What follows belongs to an exercise in optimizing a design on an open flow for small area; a production flow would make more cautious choices.
Where RTL was checked, it was by simulation tests only, not by an equivalence proof against the original.
No activity file was given, so power comes from the tool's default toggle rates.

## the reference run
==> module iot_filter_param, before the edit <==
module iot_filter_param #(
    parameter int IN_W  = 8,
    parameter int BEATS = 16,
    parameter int WORDS = 8
) (
    input  logic                     clk,
    input  logic                     rst,
    input  logic                     in_en,
    input  logic [IN_W-1:0]          iot_in,
    input  logic [2:0]               fn_sel,
    input  logic [IN_W*BEATS-1:0]    lo_bound,
    input  logic [IN_W*BEATS-1:0]    hi_bound,
    output logic                     busy,
    output logic                     valid,
    output logic [IN_W*BEATS-1:0]    iot_out
);
    localparam int WORD_W = IN_W * BEATS;
    localparam int LOG2W  = $clog2(WORDS);
    localparam int BCW    = $clog2(BEATS);
    logic              busy_r;
    logic              valid_r;
    logic [BCW-1:0]    beat_cnt;
    logic [LOG2W-1:0]  word_cnt;
    logic [2:0]        fn;
    logic              peak_vld;
    logic              fold_r;
    logic              chg;
    logic              ag, al, bg, bl;
    logic [WORD_W-1:0] acc;
    logic [LOG2W-1:0]  ext;
    logic [LOG2W-1:0]  lowp;
    logic [WORD_W-1:0] lo;
    logic [WORD_W-1:0] hi;
    logic [BEATS-1:0]  cy;
    logic              accept, rs, beat0, beatl;
    logic [2:0]        fn_e;
    logic              fold_now, fold_e;
    logic              is_max, is_min, is_avg, is_ext, is_rnd, force_b;
    logic [IN_W-1:0]   lo_b, hi_b, at, bt;
    logic              ag0, al0, bg0, bl0, eqa, eqb;
    logic              ag_n, al_n, bg_n, bl_n;
    logic              take;
    logic [IN_W-1:0]   addb;
    logic [IN_W:0]     sum;
    logic [LOG2W:0]    sum_lo;
    logic [IN_W-1:0]   nbyte;
    assign accept   = in_en && !busy_r;
    assign beat0    = (beat_cnt == '0);
    assign beatl    = (beat_cnt == BCW'(BEATS - 1));
    assign rs       = beat0 && (word_cnt == '0);
    assign fold_now = peak_vld && (fn_sel == fn);
    assign fn_e     = rs ? fn_sel : fn;
    assign fold_e   = rs ? fold_now : fold_r;
    assign is_max   = (fn_e == 3'd1) || (fn_e == 3'd6);
    assign is_min   = (fn_e == 3'd2) || (fn_e == 3'd7);
    assign is_avg   = (fn_e == 3'd3);
    assign is_ext   = (fn_e[2:1] == 2'b10);
    assign is_rnd   = is_max || is_min || is_avg;
    assign force_b  = is_rnd && !fold_e && (word_cnt == '0);
    logic [BEATS-1:0] bsel;
    always_comb begin
        bsel = '0;
        bsel[beat_cnt] = 1'b1;
        lo_b = rs ? lo_bound[WORD_W-1 -: IN_W] : '0;
        hi_b = rs ? hi_bound[WORD_W-1 -: IN_W] : '0;
        for (int k = 0; k < BEATS; k++) begin
            lo_b = lo_b | ({IN_W{bsel[k] && !rs}} & lo[WORD_W-1-IN_W*k -: IN_W]);
            hi_b = hi_b | ({IN_W{bsel[k] && !rs}} & hi[WORD_W-1-IN_W*k -: IN_W]);
        end
    end
    assign at   = is_ext ? lo_b : acc[WORD_W-1 -: IN_W];
    assign bt   = hi_b;
    assign ag0  = !beat0 && ag;
    assign al0  = !beat0 && al;
    assign bg0  = !beat0 && bg;
    assign bl0  = !beat0 && bl;
    assign eqa  = !ag0 && !al0;
    assign eqb  = !bg0 && !bl0;
    assign ag_n = ag0 || (eqa && (iot_in > at));
    assign al_n = al0 || (eqa && (iot_in < at));
    assign bg_n = bg0 || (eqb && (iot_in > bt));
    assign bl_n = bl0 || (eqb && (iot_in < bt));
    assign take  = !is_rnd || force_b || (is_max && ag_n) || (is_min && al_n);
    assign addb   = {(beat0 ? {LOG2W{1'b0}} : lowp), iot_in[IN_W-1:LOG2W]};
    assign sum    = (force_b ? {IN_W{1'b0}} : at) + addb + (!force_b && cy[BEATS-1]);
    assign sum_lo = (force_b ? {LOG2W{1'b0}} : ext) + iot_in[LOG2W-1:0];
    assign nbyte  = is_avg ? sum[IN_W-1:0] : (take ? iot_in : at);
    always_ff @(posedge clk) begin
        if (rst) begin
            busy_r   <= 1'b0;
            valid_r  <= 1'b0;
            beat_cnt <= '0;
            word_cnt <= '0;
            peak_vld <= 1'b0;
        end else begin
            busy_r  <= accept && beatl;
            valid_r <= 1'b0;
            if (accept) begin
                beat_cnt <= beat_cnt + 1'b1;
                if (rs && fn_sel != fn) peak_vld <= 1'b0;
            end
            if (busy_r) begin
                word_cnt <= word_cnt + 1'b1;
                if (fn == 3'd4)
                    valid_r <= ag && bl;
                else if (fn == 3'd5)
                    valid_r <= al || bg;
                else if (word_cnt == LOG2W'(WORDS - 1) && fn != 3'd0)
                    valid_r <= chg;
                if (word_cnt == LOG2W'(WORDS - 1) && fn[2:1] == 2'b11)
                    peak_vld <= 1'b1;
            end
        end
    end
    always_ff @(posedge clk) begin
        if (accept) begin
            ag   <= ag_n;
            al   <= al_n;
            bg   <= bg_n;
            bl   <= bl_n;
            chg  <= (rs ? !fold_now : chg) || (is_max && ag_n) || (is_min && al_n);
            acc  <= {acc[WORD_W-IN_W-1:0], nbyte};
            lowp <= iot_in[LOG2W-1:0];
            cy   <= {cy[BEATS-2:1], cy[0] || (is_avg && !beat0 && sum[IN_W]),
                     is_avg && beatl && sum_lo[LOG2W]};
            if (beatl)
                ext <= sum_lo[LOG2W-1:0];
            if (rs) begin
                fn     <= fn_sel;
                fold_r <= fold_now;
                lo     <= lo_bound;
                hi     <= hi_bound;
            end
        end
    end
    localparam int GRP = 4;
    logic [BEATS:0]    bc;
    logic [BEATS-1:0]  bg_g, bg_p;
    logic [WORD_W-1:0] tot;
    for (genvar k = 0; k < BEATS; k++) begin : g_gp
        logic [IN_W-1:0] a;
        assign a       = acc[k*IN_W +: IN_W];
        assign bg_g[k] = a[0] & cy[k] & (&a[IN_W-1:1]);
        assign bg_p[k] = (a[0] | cy[k]) & (&a[IN_W-1:1]);
    end
    assign bc[0] = 1'b0;
    for (genvar g = 0; g < BEATS / GRP; g++) begin : g_grp
        logic gg, gp;
        always_comb begin
            gg = 1'b0;
            gp = 1'b1;
            for (int k = g * GRP; k < g * GRP + GRP; k++) begin
                gg = bg_g[k] | (bg_p[k] & gg);
                gp = gp & bg_p[k];
            end
        end
        for (genvar k = g * GRP; k < g * GRP + GRP - 1; k++) begin : g_in
            assign bc[k+1] = bg_g[k] | (bg_p[k] & bc[k]);
        end
        assign bc[g*GRP+GRP] = gg | (gp & bc[g*GRP]);
    end
    for (genvar k = 0; k < BEATS; k++) begin : g_res
        logic [IN_W-1:0] a;
        logic [IN_W:0]   p;
        logic            c1;
        assign a    = acc[k*IN_W +: IN_W];
        assign c1   = (a[0] & cy[k]) | (bc[k] & (a[0] | cy[k]));
        assign tot[k*IN_W] = a[0] ^ cy[k] ^ bc[k];
        assign p[1] = 1'b1;
        for (genvar m = 1; m < IN_W; m++) begin : g_bit
            assign p[m+1] = p[m] & a[m];
            assign tot[k*IN_W+m] = a[m] ^ (c1 & p[m]);
        end
    end
    assign busy    = busy_r;
    assign valid   = valid_r;
    assign iot_out = valid_r ? tot : '0;
endmodule
export LEC_CHECK = 0
export ABC_AREA = 1
export CAP_MARGIN = 20
export CORE_MARGIN = 2
export CORE_UTILIZATION = 40
export PLACE_DENSITY = 0.6
export SLEW_MARGIN = 20
create_clock -name core_clock -period 11.0 [get_ports {clk}]
standard.sh (not shown) runs the stock make flow with config.mk's settings and CLKGATE_MAP_FILE= SYNTH_SCRIPT=/design/flow/synth_recipe.tcl, a recipe that flattens the netlist after the stock synthesis.
==> flow/flow/run.sh <==
#!/bin/bash
# Standard ORFS layout (the standard.sh) with the smallest buffer cell on the ports
# and a clock tree without dummy loads.
set -euo pipefail
export BUFFER_PORTS_ARGS="-buffer_cell sky130_fd_sc_hd__buf_1"
export CTS_ARGS="-sink_clustering_enable -repair_clock_nets -buf_list sky130_fd_sc_hd__clkbuf_8 -sink_clustering_size 16 -sink_clustering_max_diameter 80 -dont_use_dummy_load"
bash standard.sh > standard.log 2>&1
Changes in the trial run relative to the reference run:
--- a/flow/design.v
+++ b/flow/design.v
@@ -24,5 +24,4 @@
     logic [2:0]        fn;
     logic              peak_vld;
-    logic              fold_r;
     logic              chg;
     logic              ag, al, bg, bl;
@@ -51,5 +50,5 @@
     assign fold_now = peak_vld && (fn_sel == fn);
     assign fn_e     = rs ? fn_sel : fn;
-    assign fold_e   = rs ? fold_now : fold_r;
+    assign fold_e   = rs ? fold_now : peak_vld;
     assign is_max   = (fn_e == 3'd1) || (fn_e == 3'd6);
     assign is_min   = (fn_e == 3'd2) || (fn_e == 3'd7);
@@ -128,5 +127,4 @@
             if (rs) begin
                 fn     <= fn_sel;
-                fold_r <= fold_now;
                 lo     <= lo_bound;
                 hi     <= hi_bound;
==> run notes <==
- The trial run vs. the reference run: overall global routing resource usage rose by 0.33 points; sequential power share moved up.
- Post-cts sizing count of the reference run is on par with the trial run.
- Of the trial run and the reference run, the run reporting the higher total number of cells along the worst setup path was the trial run.
- In the trial run, the power per standard cell area came out 0.67% below the value in the reference run.
- The reference run has a lower worst-case setup slack after placement than the trial run.
- Status: sequential cell area in the final layout parity (the reference run, the trial run)
- Relative to the reference run, the trial run improves detailed router's first-iteration violation count.
- Lower post-route met1 wirelength among the trial run and the reference run: the reference run
No functional check of the RTL was part of the trial run.

[separate check: timing with driven ports]
The results above use ideal ports. As a check the final layouts listed here were re-extracted and re-timed, cells and wires unchanged. Step 1 (the two cells are an assumption about what drives the block):
set clk [get_ports {clk}]
set_driving_cell -lib_cell sky130_fd_sc_hd__clkbuf_16 $clk
set_driving_cell -lib_cell sky130_fd_sc_hd__buf_2 [delete_from_list [all_inputs] $clk]
Step 2, shift: input delay + t, output delay - t, t = (earliest + latest rising clock arrival at the registers) / 2. This alone moves slack from input paths to output paths. Slacks: ideal ports / drivers / drivers and shift; pairs: ideal ports / drivers.
run	shift t [ns]	slack for setup (ns)	worst setup path after step 2
the reference run	0.639	4.490 / 4.433 / 5.072	register to output
the trial run	0.616	4.584 / 4.534 / 5.149	register to output
After both steps setup and hold are still met in every run listed.
